This design comes from an exercise in tuning for small area, a short achievable clock period and few clock cycles per item on the open sky130 flow, not from production work.
Function was checked by simulation only, so behaviour that the tests miss may differ from the original.
Power figures rest on the tool's default switching activity, not on a simulated workload.

### flow/config.mk
export PLATFORM = sky130hd
export DESIGN_NAME = muldiv_unit
export DESIGN_NICKNAME = muldiv_unit
export VERILOG_FILES = /design/flow/design.v
export SDC_FILE = /design/flow/constraint.sdc
export NUM_CORES = 4
export LEC_CHECK = 0
export CAP_MARGIN = 20
export CORE_MARGIN = 2
export CORE_UTILIZATION = 40
export SLEW_MARGIN = 20
### flow/constraint.sdc
create_clock -name core_clock -period 6.3 [get_ports {iCLK}]
set_input_delay 1.2600 -clock core_clock [delete_from_list [all_inputs] [get_ports {iCLK}]]
set_output_delay 1.2600 -clock core_clock [all_outputs]
set_load 0.01 [all_outputs]
### flow/design.v
module muldiv_unit #(
  parameter int WIDTH  = 64,
  parameter int REG_AW = 5
) (
  input  logic              iCLK,
  input  logic              iRST,
  input  logic              iStart,
  input  logic [2:0]        iOp,
  input  logic [WIDTH-1:0]  iOperandA,
  input  logic [WIDTH-1:0]  iOperandB,
  input  logic [REG_AW-1:0] iDestReg,
  output logic              oBusy,
  output logic              oStall,
  output logic              oDone,
  output logic              oRegWrite,
  output logic [REG_AW-1:0] oWriteRegister,
  output logic [WIDTH-1:0]  oResult
);
  localparam int CW = $clog2(WIDTH + 1);
  localparam logic [2:0] OP_MUL   = 3'd0;
  localparam logic [2:0] OP_SMULH = 3'd1;
  localparam logic [2:0] OP_UMULH = 3'd2;
  localparam logic [2:0] OP_SDIV  = 3'd3;
  localparam logic [2:0] OP_UDIV  = 3'd4;
  typedef enum logic [1:0] {
    IDLE,
    RUN,
    DONE
  } state_t;
  state_t            state_q;
  logic [CW-1:0]     cnt_q;
  logic [2:0]        op_q;
  logic              neg_q;
  logic              dz_q;
  logic              busy_q;
  logic              done_q;
  logic [WIDTH-1:0]  d_q;
  logic [WIDTH-1:0]  hi_q;
  logic [WIDTH-1:0]  lo_q;
  logic [WIDTH-1:0]  res_q;
  logic [REG_AW-1:0] wr_q;
  logic [WIDTH-1:0] a_abs;
  logic [WIDTH-1:0] b_abs;
  logic [WIDTH-1:0] cap_d;
  logic [WIDTH-1:0] cap_lo;
  logic             cap_neg;
  logic             sgn_diff;
  always_comb begin
    a_abs    = iOperandA[WIDTH-1] ? -iOperandA : iOperandA;
    b_abs    = iOperandB[WIDTH-1] ? -iOperandB : iOperandB;
    sgn_diff = iOperandA[WIDTH-1] ^ iOperandB[WIDTH-1];
    cap_d    = '0;
    cap_lo   = '0;
    cap_neg  = 1'b0;
    unique case (1'b1)
      iOp == OP_MUL,
      iOp == OP_UMULH: begin
        cap_d  = iOperandA;
        cap_lo = iOperandB;
      end
      iOp == OP_SMULH: begin
        cap_d   = a_abs;
        cap_lo  = b_abs;
        cap_neg = sgn_diff;
      end
      iOp == OP_SDIV: begin
        cap_d   = b_abs;
        cap_lo  = a_abs;
        cap_neg = sgn_diff;
      end
      iOp == OP_UDIV: begin
        cap_d  = iOperandB;
        cap_lo = iOperandA;
      end
      default: begin
        cap_d  = '0;
        cap_lo = '0;
      end
    endcase
  end
  logic [WIDTH:0]     sum;
  logic [WIDTH:0]     sh;
  logic [WIDTH:0]     diff;
  logic               ge;
  logic               is_div;
  logic [WIDTH-1:0]   hi_d;
  logic [WIDTH-1:0]   lo_d;
  logic [2*WIDTH-1:0] prod_raw;
  logic [2*WIDTH-1:0] prod;
  logic [WIDTH-1:0]   res_d;
  always_comb begin
    sum    = {1'b0, hi_q} + (lo_q[0] ? {1'b0, d_q} : '0);
    sh     = {hi_q, lo_q[WIDTH-1]};
    diff   = sh - {1'b0, d_q};
    ge     = ~diff[WIDTH];
    is_div = (op_q == OP_SDIV) || (op_q == OP_UDIV);
    if (is_div) begin
      hi_d = ge ? diff[WIDTH-1:0] : sh[WIDTH-1:0];
      lo_d = {lo_q[WIDTH-2:0], ge};
    end else begin
      hi_d = sum[WIDTH:1];
      lo_d = {sum[0], lo_q[WIDTH-1:1]};
    end
    prod_raw = {hi_d, lo_d};
    prod     = neg_q ? -prod_raw : prod_raw;
    res_d    = '0;
    unique case (1'b1)
      op_q == OP_MUL:   res_d = prod[WIDTH-1:0];
      op_q == OP_SMULH,
      op_q == OP_UMULH: res_d = prod[2*WIDTH-1:WIDTH];
      op_q == OP_SDIV,
      op_q == OP_UDIV:  res_d = dz_q ? '0 : prod[WIDTH-1:0];
      default:          res_d = '0;
    endcase
  end
  always_ff @(posedge iCLK or posedge iRST) begin
    if (iRST) begin
      state_q <= IDLE;
      cnt_q   <= '0;
      op_q    <= '0;
      neg_q   <= 1'b0;
      dz_q    <= 1'b0;
      busy_q  <= 1'b0;
      done_q  <= 1'b0;
      d_q     <= '0;
      hi_q    <= '0;
      lo_q    <= '0;
      res_q   <= '0;
      wr_q    <= '0;
    end else begin
      unique case (state_q)
        IDLE: begin
          done_q <= 1'b0;
          if (iStart) begin
            state_q <= RUN;
            busy_q  <= 1'b1;
            cnt_q   <= CW'(WIDTH);
            op_q    <= iOp;
            neg_q   <= cap_neg;
            dz_q    <= (iOperandB == '0);
            d_q     <= cap_d;
            hi_q    <= '0;
            lo_q    <= cap_lo;
            wr_q    <= iDestReg;
          end
        end
        RUN: begin
          hi_q  <= hi_d;
          lo_q  <= lo_d;
          cnt_q <= cnt_q - CW'(1);
          if (cnt_q == CW'(1)) begin
            state_q <= DONE;
            done_q  <= 1'b1;
            res_q   <= res_d;
          end
        end
        DONE: begin
          state_q <= IDLE;
          done_q  <= 1'b0;
          busy_q  <= 1'b0;
        end
        default: begin
          state_q <= IDLE;
          done_q  <= 1'b0;
          busy_q  <= 1'b0;
        end
      endcase
    end
  end
  assign oBusy          = busy_q;
  assign oStall         = ((state_q == IDLE) && iStart) || (state_q == RUN);
  assign oDone          = done_q;
  assign oRegWrite      = done_q;
  assign oWriteRegister = wr_q;
  assign oResult        = res_q;
endmodule
### flow/run.sh
#!/bin/bash
# synth_recipe.tcl (not shown) runs the flow's synth.tcl, then flattens the netlist and writes it again
# the make line also repeats each setting of config.mk as NAME=value (left out here)
make -C /OpenROAD-flow-scripts/flow DESIGN_CONFIG=/design/flow/config.mk WORK_HOME=/design/flow/orfs CLKGATE_MAP_FILE= SYNTH_SCRIPT=/design/flow/synth_recipe.tcl finish
==> summary.txt <==
cell usage in the layout (no fill, tap or decap), types with 59 or more instances in the layout:
master	instances
a21oi_1	320
a22oi_1	95
and2_1	81
buf_4	211
clkdlybuf4s50_1	206
dfrtp_1	276
ha_1	131
inv_1	125
mux2i_1	83
nand2_1	464
nand3_1	77
nand4_1	66
nor2_1	310
nor3_1	128
o21ai_0	378
o22ai_1	59
o31ai_1	77
xnor2_1	163
xor2_1	167
layer usage:
layer  vias to the layer above  global-route usage  share of wire
met5                         -                   0        0.00038
li1                      15700                   -              -
met4                         8               0.139          0.045
met1                     16700               0.497           0.44
met3                       275              0.0637          0.099
met2                      1852               0.513           0.42
power breakdown:
group          leakage [nW]  switching (W)  internal [W]
Clock                 0.481       0.000848       0.00108
Combinational          10.4        0.00817       0.00478
Sequential             3.37       0.000596       0.00227
layout make-up:
type,count,area [sq um]
inverters,128,484
flip-flops and latches,277,6940
multi-input cells,3435,22300
clock inverters,15,191
repair buffers,430,3830
fillers,7705,40100
clock buffers,41,823
well taps,1030,1290
what timing repair did:
| action | in CTS | in global routing |
|---|---|---|
| pin swaps | 1 | 3 |
| endpoints found under the setup margin | 17 | 19 |
| hold endpoints to repair | 0 | 0 |
| gates resized for setup | 4 | 7 |
worst max-delay path, delay by kind of cell (launching register included):
kind | cells | cell delay, ns
and+or+nand+nor | 13 | 3.21
AOI/OAI and AO/OA | 7 | 1.57
adders and majority gates | 2 | 0.58
DFF | 1 | 0.43
buffers and inverters | 1 | 0.10
through the flow:
step	total power [W]	worst slack (ns)	setup TNS, ns	util
floorplan	0.0109	0.391	0	-
finish	0.0177	0.240	0	0.472
CTS	0.0173	0.0724	0	0.471
global route	0.0188	-0.0306	-0.0306	0.472
global placement	0.0154	-0.0834	-0.165	0.458
detailed placement	0.0153	-0.202	-1.38	0.458
state kept, by name (all words and copies together) (netlist names):
| signal | cells |
|---|---|
| lo_q | 64 |
| res_q | 64 |
| busy_q | 1 |
| op_q | 3 |
| dz_q | 1 |
| cnt_q | 7 |
| wr_q | 5 |
| done_q | 1 |
| state_q | 2 |
| d_q | 64 |
| neg_q | 1 |
| hi_q | 64 |
cells by family (layout without fill, tap and decap cells):
family	after synthesis	after routing	share of synthesized area
buf+inv	412	614	0.0528
flops	277	277	0.226
simple gates	1362	1362	0.214
compound gates	1514	1514	0.326
xor+xnor	330	330	0.0943
mux	94	94	0.0316
fa+ha+maj	135	135	0.0556
final timing paths:
kind | startpoint | endpoint | slack [ns] | cells after the start
min reg2reg | cnt_q[6] | cnt_q[6] | 0.47 | 1
min in group asynchronous | iRST | done_q | 1.16 | 2
max | hi_q[27] | res_q[60] | 0.24 | 23
max in group asynchronous | iRST | hi_q[9] | 3.99 | 3
max reg2reg | hi_q[27] | res_q[60] | 0.24 | 23
min | cnt_q[6] | cnt_q[6] | 0.47 | 1
==> summary.txt <==
Crit end category -> flop
Crit path cell chain -> ha_1 > nand2_2 > or4_1 > nand2b_1 > a211o_1 > a311o_1 > o211ai_4 > nor2_2 > a21oi_2 > ha_1 > inv_1 > nor4_4 > nand4_1 > nor4b_2 > nand3_1 > nand4bb_4 > nor4_2 > nand4_1 > nor3_4 > nand2_2 > o311a_1 > o21ai_1 > o311ai_1
Status -> no timing/DRC/antenna violations
Critical-path top delay cell -> or4_1
Lkg Pwr -> 14.3 nW
Clk_skew -> 0.0438 ns
Overflow after GRT -> 0
Max Clock Freq -> 165 MHz
Drt total wl -> 141,000 microns
Number of diodes -> 0
Non-Filler Instances -> 5,356
Design area -> 35,800 sq um
Number of distinct library cells after synthesis -> 103
Core area -> 75,900 sq um
Nets -> 4,577
HPWL after DPL -> 109,000 microns
Dominant synthesized flop cell -> dfrtp_1
Crit path launch type -> flop
Syn_area_per_cell -> 7.44 sq um
CTS root buffer -> clkbuf_16
Clock Tree Buf Depth -> 3
Area leader, netlist -> dfrtp_1
ANT nets after route -> 0
Final setup vio count -> 0
Synth top area share -> 0.226
Io pins -> 212
Mapped cell area -> 30,700 sq um
Die Ht -> 281 microns
Number of enable flip-flop cells after synthesis -> 0
Wire length per cell -> 26.3 microns
GRT Resource Usage Total -> 0.348
Peak supply drop -> 0.000306 V
CP Data Required Time -> 6.76 ns
Detailed-route DRC error count -> 0
Post-Syn Nets -> 4,398
Hold Buf Count CTS -> 0
Initial antenna violation count -> 5
IO Port Bufs -> 211
Most common cell in the synthesized netlist -> nand2_1
Clk pin slew, worst setup/hold paths -> 0.07 ns
Area grow syn2layout -> 16.8%
YS warnings -> 1
Max-cap violations -> 0
Top post-synthesis cells by count -> nand2_1, o21ai_0, a21oi_1
H-Tree Depth -> 1
Critical path class -> flop to flop
Rows -> 101
Worst-skew pair later-pin latency -> 0.63 ns
Slew Limit Fails -> 0
Drt initial violations -> 4,331
First-pass GRT wire length -> 209,000 microns
Tcrit/Tclk final -> 0.962
Yosys reg bits -> 277
Max FO, Critical Path -> 6
Initial Utilization -> 0.404
Class of the worst hold path -> flop to flop
Area after DPL -> 34,800 sq um
Vias/cell -> 6.45
Power per cell area -> 495 nW/um^2
Slew HR -> 0.259
Share of cells above drive strength 1 -> 0.0881
CP peak stage delay -> 0.57 ns
Post-Synthesis Cells -> 4,124
Die width -> 281 microns
GP Congestion -> 1.08
Num Clock Sinks -> 277
Asr flop ratio synth -> 1.00
Via Count -> 34,500
Largest net degree at the start of global routing -> 114
Cts bufs inserted -> 31
Worst-Margin Slew -> 1.10 ns
Setup Buffers After CTS -> 0
Worst path arrival time -> 6.52 ns
Min cycle time layout -> 6.06 ns
Post-Place Cells -> 5,300
WHS -> 0.472 ns
Die Footprint -> 78,900 sq um
Hold Vio Cnt, Final -> 0
Drt first pass iters -> 9
CTS tree -> done
Vias in the first global route -> 32,000
Sequential area share after synthesis -> 0.226
Top post-synthesis cells by area -> dfrtp_1, o21ai_0, nand2_1, ha_1, a21oi_1
Testbench counts, summed over its fixed seeds: cycles 158,400, ops 2,400.

[re-timing with driven ports]
In the flow no input, the clock included, has a driving cell. The finished layout below was timed again as built, in two steps.
Step 1 (the two cells are an assumption about what drives the block):
set clk [get_ports {iCLK}]
set_driving_cell -lib_cell sky130_fd_sc_hd__clkbuf_16 $clk
set_driving_cell -lib_cell sky130_fd_sc_hd__buf_2 [delete_from_list [all_inputs] $clk]
Step 2, shift: input delay + t, output delay - t, t = (earliest + latest rising clock arrival at the registers) / 2. This alone moves slack from input paths to output paths.
a / b / c = no drivers / after step 1 / after step 2; a / b = the first two.
t, ns: 0.669
setup WS [ns]: 0.240 / 0.240 / 0.189
clock arrival spread, ns: 0.043 / 0.043
After both steps setup and hold are still met in this run. The setup slack of this run moves by 0.000 ns with the drivers and by -0.051 ns with both steps.
